What follows belongs to an exercise in optimizing a design on an open flow for small area, a short achievable clock period and few clock cycles; a production flow would make more cautious choices. Where RTL was checked, it was by simulation tests only, not by an equivalence proof against the original. Power figures rest on the tool's default switching activity, not on a simulated workload.

==> inputs of 04-12 <==
==> flow/design.v (excerpt) <==
module fifo_queue_with_match_remove #(
    parameter int QUEUE_DEPTH = fqmr_pkg::DEF_QUEUE_DEPTH,
    parameter int VALUE_BITS  = fqmr_pkg::DEF_VALUE_BITS
) (
    input  wire         i_clk,
    input  wire         i_rst_n,
    input  wire         i_s_tvalid,
    output logic        o_s_tready,
    input  wire  [31:0] i_s_tdata,    
    input  wire  [1:0]  i_s_tuser,    
    output logic        o_m_tvalid,
    input  wire         i_m_tready,
    output logic [63:0] o_m_tdata,    
    output logic [4:0]  o_m_tuser,    
    output logic        o_m_tlast     
);
    localparam int N = QUEUE_DEPTH;
    localparam int W = VALUE_BITS;
    logic         r_sk_v;
    logic         r_rdy;    
    logic [1:0]   r_sk_f;
    logic [W-1:0] r_sk_d;
    logic         r_v;
    logic         r_push, r_pop, r_rem, r_list;
    logic [W-1:0] r_d;
    logic [N-1:0] r_e;      
    logic         r_lk;     
    logic [N-3:0] r_w;      
    logic [N-1:0] r_len;
    logic [N*W-1:0] q;
    logic [W-1:0]   q0, q1;
    logic [N-1:0]   sh, ld;
    logic [W-1:0]   wdata;
    logic [N-1:0]   eq;
    logic           eq_wd;
    logic           c_v;
    logic [1:0]     c_f;
  ...
Settings: LEC_CHECK=0, CAP_MARGIN=20, CORE_MARGIN=2, CORE_UTILIZATION=40, PLACE_DENSITY=0.6, SETUP_SLACK_MARGIN=2.5, SLEW_MARGIN=20; clock period 5.0 ns.
run.sh (not shown) runs the stock make flow with config.mk's settings and CLKGATE_MAP_FILE= SYNTH_SCRIPT=/design/flow/synth_recipe.tcl, a recipe that flattens the netlist after the stock synthesis.
==> 10-27: changes against 04-12 <==
==> flow/design.v (replaced) <==
`default_nettype none
package fqmr_pkg;
    localparam int DEF_QUEUE_DEPTH = 16;
    localparam int DEF_VALUE_BITS  = 32;
    localparam logic [1:0] FUNC_PUSH   = 2'd0;
    localparam logic [1:0] FUNC_POP    = 2'd1;
    localparam logic [1:0] FUNC_REMOVE = 2'd2;
    localparam logic [1:0] FUNC_LIST   = 2'd3;
    localparam logic [1:0] STAT_OK    = 2'd0;
    localparam logic [1:0] STAT_FULL  = 2'd1;
    localparam logic [1:0] STAT_EMPTY = 2'd2;
endpackage
`default_nettype wire
`default_nettype none
module fqmr_store #(
    parameter int QUEUE_DEPTH = fqmr_pkg::DEF_QUEUE_DEPTH,
    parameter int VALUE_BITS  = fqmr_pkg::DEF_VALUE_BITS
) (
    input  wire                               i_clk,
    input  wire  [QUEUE_DEPTH-1:0]            i_sh,
    input  wire  [QUEUE_DEPTH-1:0]            i_ld,
    input  wire  [QUEUE_DEPTH-1:0]            i_hold,
    input  wire  [VALUE_BITS-1:0]             i_wdata,
    output logic [QUEUE_DEPTH*VALUE_BITS-1:0] o_q
);
    logic [VALUE_BITS-1:0] r_q [QUEUE_DEPTH];
    always_ff @(posedge i_clk) begin
        for (int i = 0; i < QUEUE_DEPTH - 1; i++) begin
            r_q[i] <= ({VALUE_BITS{i_ld[i]}} & i_wdata) |
                      ({VALUE_BITS{i_sh[i]}} & r_q[i + 1]) |
                      ({VALUE_BITS{i_hold[i]}} & r_q[i]);
        end
        r_q[QUEUE_DEPTH-1] <= ({VALUE_BITS{i_ld[QUEUE_DEPTH-1]}} & i_wdata) |
                              ({VALUE_BITS{i_hold[QUEUE_DEPTH-1]}} & r_q[QUEUE_DEPTH-1]);
    end
    always_comb begin
        for (int i = 0; i < QUEUE_DEPTH; i++) begin
            o_q[i*VALUE_BITS +: VALUE_BITS] = r_q[i];
        end
    end
endmodule
`default_nettype wire
`default_nettype none
module fqmr_seq #(
    parameter int QUEUE_DEPTH = fqmr_pkg::DEF_QUEUE_DEPTH,
    parameter int VALUE_BITS  = fqmr_pkg::DEF_VALUE_BITS
) (
    input  wire  [VALUE_BITS-1:0]             i_key,
    input  wire  [QUEUE_DEPTH*VALUE_BITS-1:0] i_q,
    input  wire  [VALUE_BITS-1:0]             i_wdata,
    output logic [QUEUE_DEPTH-1:0]            o_eq,
    output logic                              o_eq_wdata
);
    always_comb begin
        for (int i = 0; i < QUEUE_DEPTH; i++) begin
            o_eq[i] = (i_q[i*VALUE_BITS +: VALUE_BITS] == i_key);
        end
        o_eq_wdata = (i_wdata == i_key);
    end
endmodule
`default_nettype wire
`default_nettype none
module fifo_queue_with_match_remove #(
    parameter int QUEUE_DEPTH = fqmr_pkg::DEF_QUEUE_DEPTH,
    parameter int VALUE_BITS  = fqmr_pkg::DEF_VALUE_BITS
) (
    input  wire         i_clk,
    input  wire         i_rst_n,
    input  wire         i_s_tvalid,
    output logic        o_s_tready,
    input  wire  [31:0] i_s_tdata,    
    input  wire  [1:0]  i_s_tuser,    
    output logic        o_m_tvalid,
    input  wire         i_m_tready,
    output logic [63:0] o_m_tdata,    
    output logic [4:0]  o_m_tuser,    
    output logic        o_m_tlast     
);
    localparam int N = QUEUE_DEPTH;
    localparam int W = VALUE_BITS;
    logic         r_v;
    logic         r_push, r_pop, r_rem, r_list;
    logic [W-1:0] r_d;
    logic [N-1:0] r_e;      
    logic         r_lk;     
    logic         r_last;   
    logic [N-3:0] r_w;      
    logic         r_o_v;
    logic [W-1:0] r_o_entry;
    logic [4:0]   r_o_user;
    logic         r_o_last;
    logic [N-1:0] r_len;
    logic [N*W-1:0] q;
    logic [W-1:0]   q0, q1;
    logic [N-1:0]   sh, ld, hold, sh_q;
    logic [W-1:0]   wdata;
    logic [N-1:0]   eq;
    logic           eq_wd;
    logic           ofree, exec, last, done, load, rot;
    logic [N-1:0]   h, pre, len_nxt;
    logic           hit, h0;
    logic [N-1:0]   e_nxt;
    assign q0 = q[0 +: W];
    assign q1 = q[W +: W];
    assign ofree = !r_o_v || i_m_tready;
    assign exec  = r_v && ofree && i_rst_n;
    assign last  = r_last;
    assign done  = exec && last;
    assign rot   = r_list && r_lk;
    assign o_s_tready = !r_v || (ofree && last);
    assign load       = i_s_tvalid && o_s_tready;
    assign h = r_e & r_len;
    always_comb begin
        pre[0] = h[0];
        for (int i = 1; i < N; i++) begin
            pre[i] = pre[i-1] | h[i];
        end
    end
    assign hit = pre[N-1];
    assign h0  = h[0];
    always_comb begin
        for (int i = 0; i < N; i++) begin
            sh[i] = exec && (r_pop || (r_rem && pre[i]) ||
                             (rot && i >= 1 && i < N - 1 && r_len[(i + 1) % N]));
            ld[i] = exec && ((r_push && !r_len[i] && (i == 0 || r_len[(i + N - 1) % N])) ||
                             (rot && i >= 1 && r_len[i] && (i == N - 1 || !r_len[(i + 1) % N])));
        end
    end
    assign wdata = rot ? q1 : r_d;
    always_comb begin
        sh_q = sh;
        sh_q[0] = sh[0] && r_len[1];
        hold = ~(ld | sh);
        hold[0] = !(ld[0] || sh[0]) && i_rst_n;
    end
    fqmr_store #(
        .QUEUE_DEPTH (N),
        .VALUE_BITS  (W)
    ) u_store (
        .i_clk   (i_clk),
        .i_sh    (sh_q),
        .i_ld    (ld),
        .i_hold  (hold),
        .i_wdata (wdata),
        .o_q     (q)
    );
    fqmr_seq #(
        .QUEUE_DEPTH (N),
        .VALUE_BITS  (W)
    ) u_cmp (
        .i_key      (i_s_tdata),
        .i_q        (q),
        .i_wdata    (r_d),
        .o_eq       (eq),
        .o_eq_wdata (eq_wd)
    );
    always_comb begin
        for (int i = 0; i < N; i++) begin
            if (ld[i]) begin
                e_nxt[i] = rot ? eq[1] : eq_wd;
            end else if (sh[i]) begin
                e_nxt[i] = (i < N - 1) ? eq[(i + 1) % N] : 1'b0;
            end else begin
                e_nxt[i] = eq[i];
            end
        end
    end
    always_comb begin
        len_nxt = r_len;
        if (exec) begin
            if (r_push) begin
                len_nxt = {r_len[N-2:0], 1'b1};
            end else if (r_pop || (r_rem && hit)) begin
                len_nxt = {1'b0, r_len[N-1:1]};
            end
        end
    end
    logic         e0, e1;
    logic [W-1:0] res_entry;
    logic [4:0]   res_user;
    assign e0 = r_len[0] && (r_pop || (r_list && !r_lk));
    assign e1 = rot;
    assign res_entry   = ({W{e0}} & q0) | ({W{e1}} & q1);
    assign res_user[0] = r_push && r_len[N-1];
    assign res_user[1] = r_pop && !r_len[0];
    assign res_user[2] = r_rem && hit;
    assign res_user[3] = (r_pop || r_list) && r_len[0];
    assign res_user[4] = !r_push && ((r_pop || (r_rem && h0)) ? !r_len[1] : !r_len[0]);
    always_ff @(posedge i_clk) begin
        if (!i_rst_n) begin
            r_v   <= 1'b0;
            r_o_v <= 1'b0;
            r_len <= '0;
            r_lk  <= 1'b0;
        end else begin
            if (ofree) begin
                r_o_v <= r_v;
            end
            if (load) begin
                r_v  <= 1'b1;
                r_lk <= 1'b0;
            end else if (done) begin
                r_v <= 1'b0;
            end else if (exec && r_list) begin
                r_lk <= 1'b1;
            end
            r_len <= len_nxt;
        end
        if (load) begin
            r_push <= (i_s_tuser == fqmr_pkg::FUNC_PUSH);
            r_pop  <= (i_s_tuser == fqmr_pkg::FUNC_POP);
            r_rem  <= (i_s_tuser == fqmr_pkg::FUNC_REMOVE);
            r_list <= (i_s_tuser == fqmr_pkg::FUNC_LIST);
            r_d    <= i_s_tdata;
            r_e    <= e_nxt;
            r_last <= (i_s_tuser != fqmr_pkg::FUNC_LIST) || !len_nxt[0] || !len_nxt[1];
        end else if (exec && r_list) begin
            r_last <= !(r_lk ? r_w[1] : r_len[2]);
        end
        if (ofree) begin
            r_o_entry <= res_entry;
            r_o_user  <= res_user;
            r_o_last  <= last;
        end
        if (exec && r_list) begin
            r_w <= r_lk ? {1'b0, r_w[N-3:1]} : r_len[N-1:2];
        end
    end
    assign o_m_tvalid = r_o_v;
    assign o_m_tdata  = {q0, r_o_entry};
    assign o_m_tuser  = r_o_user;
    assign o_m_tlast  = r_o_last;
endmodule
`default_nettype wire
==> flow/flow/run.sh (new file) <==
#!/bin/bash
# Standard layout (the standard flow's own synthesis and ORFS steps), with two changes to how
# the layout is made: the port buffers are buf_4 cells instead of the delay
# buffers buffer_ports picks by default, and the resizer may swap a cell for one
# with a different footprint. Each tool's full output goes to a log file here.
set -euo pipefail
bash standard.sh MATCH_CELL_FOOTPRINT=0 \
    "BUFFER_PORTS_ARGS=-buffer_cell sky130_fd_sc_hd__buf_4" \
    finish > standard_flow.log 2>&1
==> flow/standard.sh (new file) <==
#!/bin/bash
# synth_recipe.tcl (not shown) runs the flow's synth.tcl, then flattens the netlist and writes it again
# the make line also repeats each setting of config.mk as NAME=value (left out here)
make -C /OpenROAD-flow-scripts/flow DESIGN_CONFIG=/design/flow/config.mk WORK_HOME=/design/flow/orfs CLKGATE_MAP_FILE= SYNTH_SCRIPT=/design/flow/synth_recipe.tcl "${@:-finish}"
--- a/flow/config.mk
+++ b/flow/config.mk
@@ -4,10 +4,10 @@
 export VERILOG_FILES = /design/flow/design.v
 export SDC_FILE = /design/flow/constraint.sdc
 export NUM_CORES = 4
 export LEC_CHECK = 0
 export CAP_MARGIN = 20
 export CORE_MARGIN = 2
 export CORE_UTILIZATION = 40
 export PLACE_DENSITY = 0.6
-export SETUP_SLACK_MARGIN = 2.5
+export SETUP_SLACK_MARGIN = 2.3
 export SLEW_MARGIN = 20
removed: flow/run.sh
==> 11-08: changes against 04-12 <==
--- a/flow/design.v
+++ b/flow/design.v
@@ -18,26 +18,24 @@
 ) (
     input  wire                               i_clk,
     input  wire  [QUEUE_DEPTH-1:0]            i_sh,
     input  wire  [QUEUE_DEPTH-1:0]            i_ld,
     input  wire  [VALUE_BITS-1:0]             i_wdata,
     output logic [QUEUE_DEPTH*VALUE_BITS-1:0] o_q
 );
     logic [VALUE_BITS-1:0] r_q [QUEUE_DEPTH];
-    logic [QUEUE_DEPTH-1:0] hold;
-    assign hold = ~(i_ld | i_sh);
     always_ff @(posedge i_clk) begin
-        for (int i = 0; i < QUEUE_DEPTH - 1; i++) begin
-            r_q[i] <= ({VALUE_BITS{i_ld[i]}} & i_wdata) |
-                      ({VALUE_BITS{i_sh[i]}} & r_q[i + 1]) |
-                      ({VALUE_BITS{hold[i]}} & r_q[i]);
-        end
-        r_q[QUEUE_DEPTH-1] <= ({VALUE_BITS{i_ld[QUEUE_DEPTH-1]}} & i_wdata) |
-                              ({VALUE_BITS{!i_ld[QUEUE_DEPTH-1]}} & r_q[QUEUE_DEPTH-1]);
+        for (int i = 0; i < QUEUE_DEPTH; i++) begin
+            if (i_ld[i]) begin
+                r_q[i] <= i_wdata;
+            end else if (i_sh[i] && i < QUEUE_DEPTH - 1) begin
+                r_q[i] <= r_q[(i + 1) % QUEUE_DEPTH];
+            end
+        end
     end
     always_comb begin
         for (int i = 0; i < QUEUE_DEPTH; i++) begin
             o_q[i*VALUE_BITS +: VALUE_BITS] = r_q[i];
         end
     end
 endmodule
 `default_nettype wire
@@ -75,17 +73,16 @@
     input  wire         i_m_tready,
     output logic [63:0] o_m_tdata,    
     output logic [4:0]  o_m_tuser,    
     output logic        o_m_tlast     
 );
     localparam int N = QUEUE_DEPTH;
     localparam int W = VALUE_BITS;
     logic         r_sk_v;
-    logic         r_rdy;    
     logic [1:0]   r_sk_f;
     logic [W-1:0] r_sk_d;
     logic         r_v;
     logic         r_push, r_pop, r_rem, r_list;
     logic [W-1:0] r_d;
     logic [N-1:0] r_e;      
     logic         r_lk;     
     logic [N-3:0] r_w;      
@@ -103,24 +100,18 @@
     logic [N-1:0]   h, pre;
     logic           hit, h0;
     logic [N-1:0]   e_nxt;
     assign q0 = q[0 +: W];
     assign q1 = q[W +: W];
     assign c_v = r_sk_v | i_s_tvalid;
     assign c_f = r_sk_v ? r_sk_f : i_s_tuser;
     assign c_d = r_sk_v ? r_sk_d : i_s_tdata;
-    assign o_s_tready = r_rdy;
-    logic          r_o_v;
-    logic [63:0]   r_o_data;
-    logic [4:0]    r_o_user;
-    logic          r_o_last;
-    logic          ofree;
-    assign ofree = !r_o_v || i_m_tready;
-    assign exec = r_v && ofree;
+    assign o_s_tready = !r_sk_v;
+    assign exec = r_v && i_m_tready;
     assign last = !r_list || !r_len[0] || (r_lk ? !r_w[0] : !r_len[1]);
     assign done = exec && last;
     assign load = c_v && (!r_v || done);
     assign rot  = r_list && r_lk;
     assign h = r_e & r_len;
     always_comb begin
         pre[0] = h[0];
         for (int i = 1; i < N; i++) begin
@@ -167,33 +158,24 @@
             end else begin
                 e_nxt[i] = eq[i];
             end
         end
     end
     always_ff @(posedge i_clk) begin
         if (!i_rst_n) begin
             r_sk_v <= 1'b0;
-            r_rdy  <= 1'b1;
             r_v    <= 1'b0;
-            r_o_v  <= 1'b0;
             r_len  <= '0;
             r_lk   <= 1'b0;
         end else begin
             if (r_sk_v) begin
-                if (load) begin
-                    r_sk_v <= 1'b0;
-                    r_rdy  <= 1'b1;
-                end
+                if (load) r_sk_v <= 1'b0;
             end else if (i_s_tvalid && !load) begin
                 r_sk_v <= 1'b1;
-                r_rdy  <= 1'b0;
-            end
-            if (ofree) begin
-                r_o_v <= r_v;
             end
             if (load) begin
                 r_v  <= 1'b1;
                 r_lk <= 1'b0;
             end else if (done) begin
                 r_v <= 1'b0;
             end else if (exec && r_list) begin
                 r_lk <= 1'b1;
@@ -213,38 +195,29 @@
         if (load) begin
             r_push <= (c_f == fqmr_pkg::FUNC_PUSH);
             r_pop  <= (c_f == fqmr_pkg::FUNC_POP);
             r_rem  <= (c_f == fqmr_pkg::FUNC_REMOVE);
             r_list <= (c_f == fqmr_pkg::FUNC_LIST);
             r_d    <= c_d;
             r_e    <= e_nxt;
         end
-        if (ofree) begin
-            r_o_data <= res_data;
-            r_o_user <= res_user;
-            r_o_last <= last;
-        end
         if (exec && r_list) begin
             r_w <= r_lk ? {1'b0, r_w[N-3:1]} : r_len[N-1:2];
         end
     end
     logic fq0, fq1, fd, e0, e1;
-    logic [63:0] res_data;
-    logic [4:0]  res_user;
     assign fq0 = r_len[0] && (r_push || (r_rem && !h0) || r_list);
     assign fq1 = r_len[1] && (r_pop || (r_rem && h0));
     assign fd  = r_push && !r_len[0];
     assign e0  = r_len[0] && (r_pop || (r_list && !r_lk));
     assign e1  = rot;
-    assign res_data[63:32] = ({W{fq0}} & q0) | ({W{fq1}} & q1) | ({W{fd}} & r_d);
-    assign res_data[31:0]  = ({W{e0}} & q0) | ({W{e1}} & q1);
-    assign res_user[0]     = r_push && r_len[N-1];
-    assign res_user[1]     = r_pop && !r_len[0];
-    assign res_user[2]     = r_rem && hit;
-    assign res_user[3]     = (r_pop || r_list) && r_len[0];
-    assign res_user[4]     = !r_push && ((r_pop || (r_rem && h0)) ? !r_len[1] : !r_len[0]);
-    assign o_m_tvalid = r_o_v;
-    assign o_m_tdata  = r_o_data;
-    assign o_m_tuser  = r_o_user;
-    assign o_m_tlast  = r_o_last;
+    assign o_m_tvalid        = r_v;
+    assign o_m_tdata[63:32]  = ({W{fq0}} & q0) | ({W{fq1}} & q1) | ({W{fd}} & r_d);
+    assign o_m_tdata[31:0]   = ({W{e0}} & q0) | ({W{e1}} & q1);
+    assign o_m_tuser[0]      = r_push && r_len[N-1];
+    assign o_m_tuser[1]      = r_pop && !r_len[0];
+    assign o_m_tuser[2]      = r_rem && hit;
+    assign o_m_tuser[3]      = (r_pop || r_list) && r_len[0];
+    assign o_m_tuser[4]      = !r_push && ((r_pop || (r_rem && h0)) ? !r_len[1] : !r_len[0]);
+    assign o_m_tlast         = last;
 endmodule
 `default_nettype wire
--- a/flow/config.mk
+++ b/flow/config.mk
@@ -4,10 +4,9 @@
 export VERILOG_FILES = /design/flow/design.v
 export SDC_FILE = /design/flow/constraint.sdc
 export NUM_CORES = 4
 export LEC_CHECK = 0
 export CAP_MARGIN = 20
 export CORE_MARGIN = 2
 export CORE_UTILIZATION = 40
 export PLACE_DENSITY = 0.6
-export SETUP_SLACK_MARGIN = 2.5
 export SLEW_MARGIN = 20
==> flow_summary.yaml <==
run_status:
  outcome: "no timing/DRC/antenna violations"
grt:
  gr-usage-met1: 0.399
  grt_max_degree: 67
worst_setup_path:
  crit_required_ps: 5430
  cp-start-kind: "input pin"
power:
  peakVddDrop_v: 0.000251
cells_and_area:
  final-clk-cell-share: 0.0653
synthesis:
  synth_top_family_by_area: "compound AO/OA/AOI/OAI gates"
placement:
  place_area_um2: 31700
# the run above: 10-27

==> flow_summary.yaml <==
worst_setup_path:
  crit_required_ps: 5560
  cp_max_fo: 8
  cp-start-kind: "register"
  endpoint_kind: "register"
placement:
  place_area_um2: 35800
grt:
  grt_max_degree: 65
  gr-usage-met1: 0.406
power:
  peakVddDrop_v: 0.000278
cells_and_area:
  inverters: 102
  seq_area_um2: 15800
routing:
  ant_nets: 0
clocking:
  cts_setup_buffers: 146
  path_clk_slew_ps: 60
synthesis:
  synth_top_family_by_area: "compound AO/OA/AOI/OAI gates"
die:
  rows: 105
run_status:
  outcome: "no timing/DRC/antenna violations"
# the run above: 04-12

==> flow_summary.yaml <==
run_status:
  outcome: "no timing/DRC/antenna violations"
clocking:
  cts_setup_buffers: 0
timing:
  setup_viol: 0
worst_setup_path:
  crit_cells: 5
  crit_required_ps: 4000
  cp-start-kind: "register"
cells_and_area:
  area_delta_synth_final_pct: 15.4
  multi_input_area_share: 0.363
synthesis:
  post-synth-top-count-cell: "edfxtp_1"
  synth_common_cells: "edfxtp_1, xnor2_1, nor2_1, a21oi_1, clkbuf_1"
  muxShareOfSynthArea: 0.0308
  synth_top_family_by_area: "XOR/XNOR gates"
  synthAdderAreaFrac: 0
job:
  cap_violations: 0
grt:
  gr-usage-met1: 0.283
  grt_max_degree: 68
# the run above: 11-08

Testbench counts of 04-12, summed over its fixed seeds: cycles 5,447.
Testbench counts of 11-08, summed over its fixed seeds: cycles 5,439.
Function not checked in 10-27: the RTL went through the layout flow alone.

separate check: timing with driven ports:
How much do the figures lean on ideal ports? The routed layouts below were timed once more, with nothing changed but the port constraints. Step 1, drivers: a clkbuf_16 drives i_clk and a buf_2 each remaining input, both assumed. Step 2 moves the port delays by t, midway between the first and last clock arrival at a register: inputs arrive t later, outputs are due t later. That takes back most of the time a late clock gives input paths. Three values: ideal, step 1, step 2; two values: the first two.
| run | t, ns | slack for setup (ns) | worst slew at a driven data input, ns |
|---|---|---|---|
| 04-12 | 0.704 | 2.225 / 2.225 / 1.600 | 0.05 |
| 10-27 | 0.670 | 2.251 / 2.271 / 1.601 | 0.09 |
| 11-08 | 0.675 | 0.520 / 0.454 / 0.758 | 0.06 |
After both steps every run listed still meets setup and hold. The setup slack of 10-27, which loses most, moves by +0.020 ns with the drivers and by -0.650 ns with both steps.
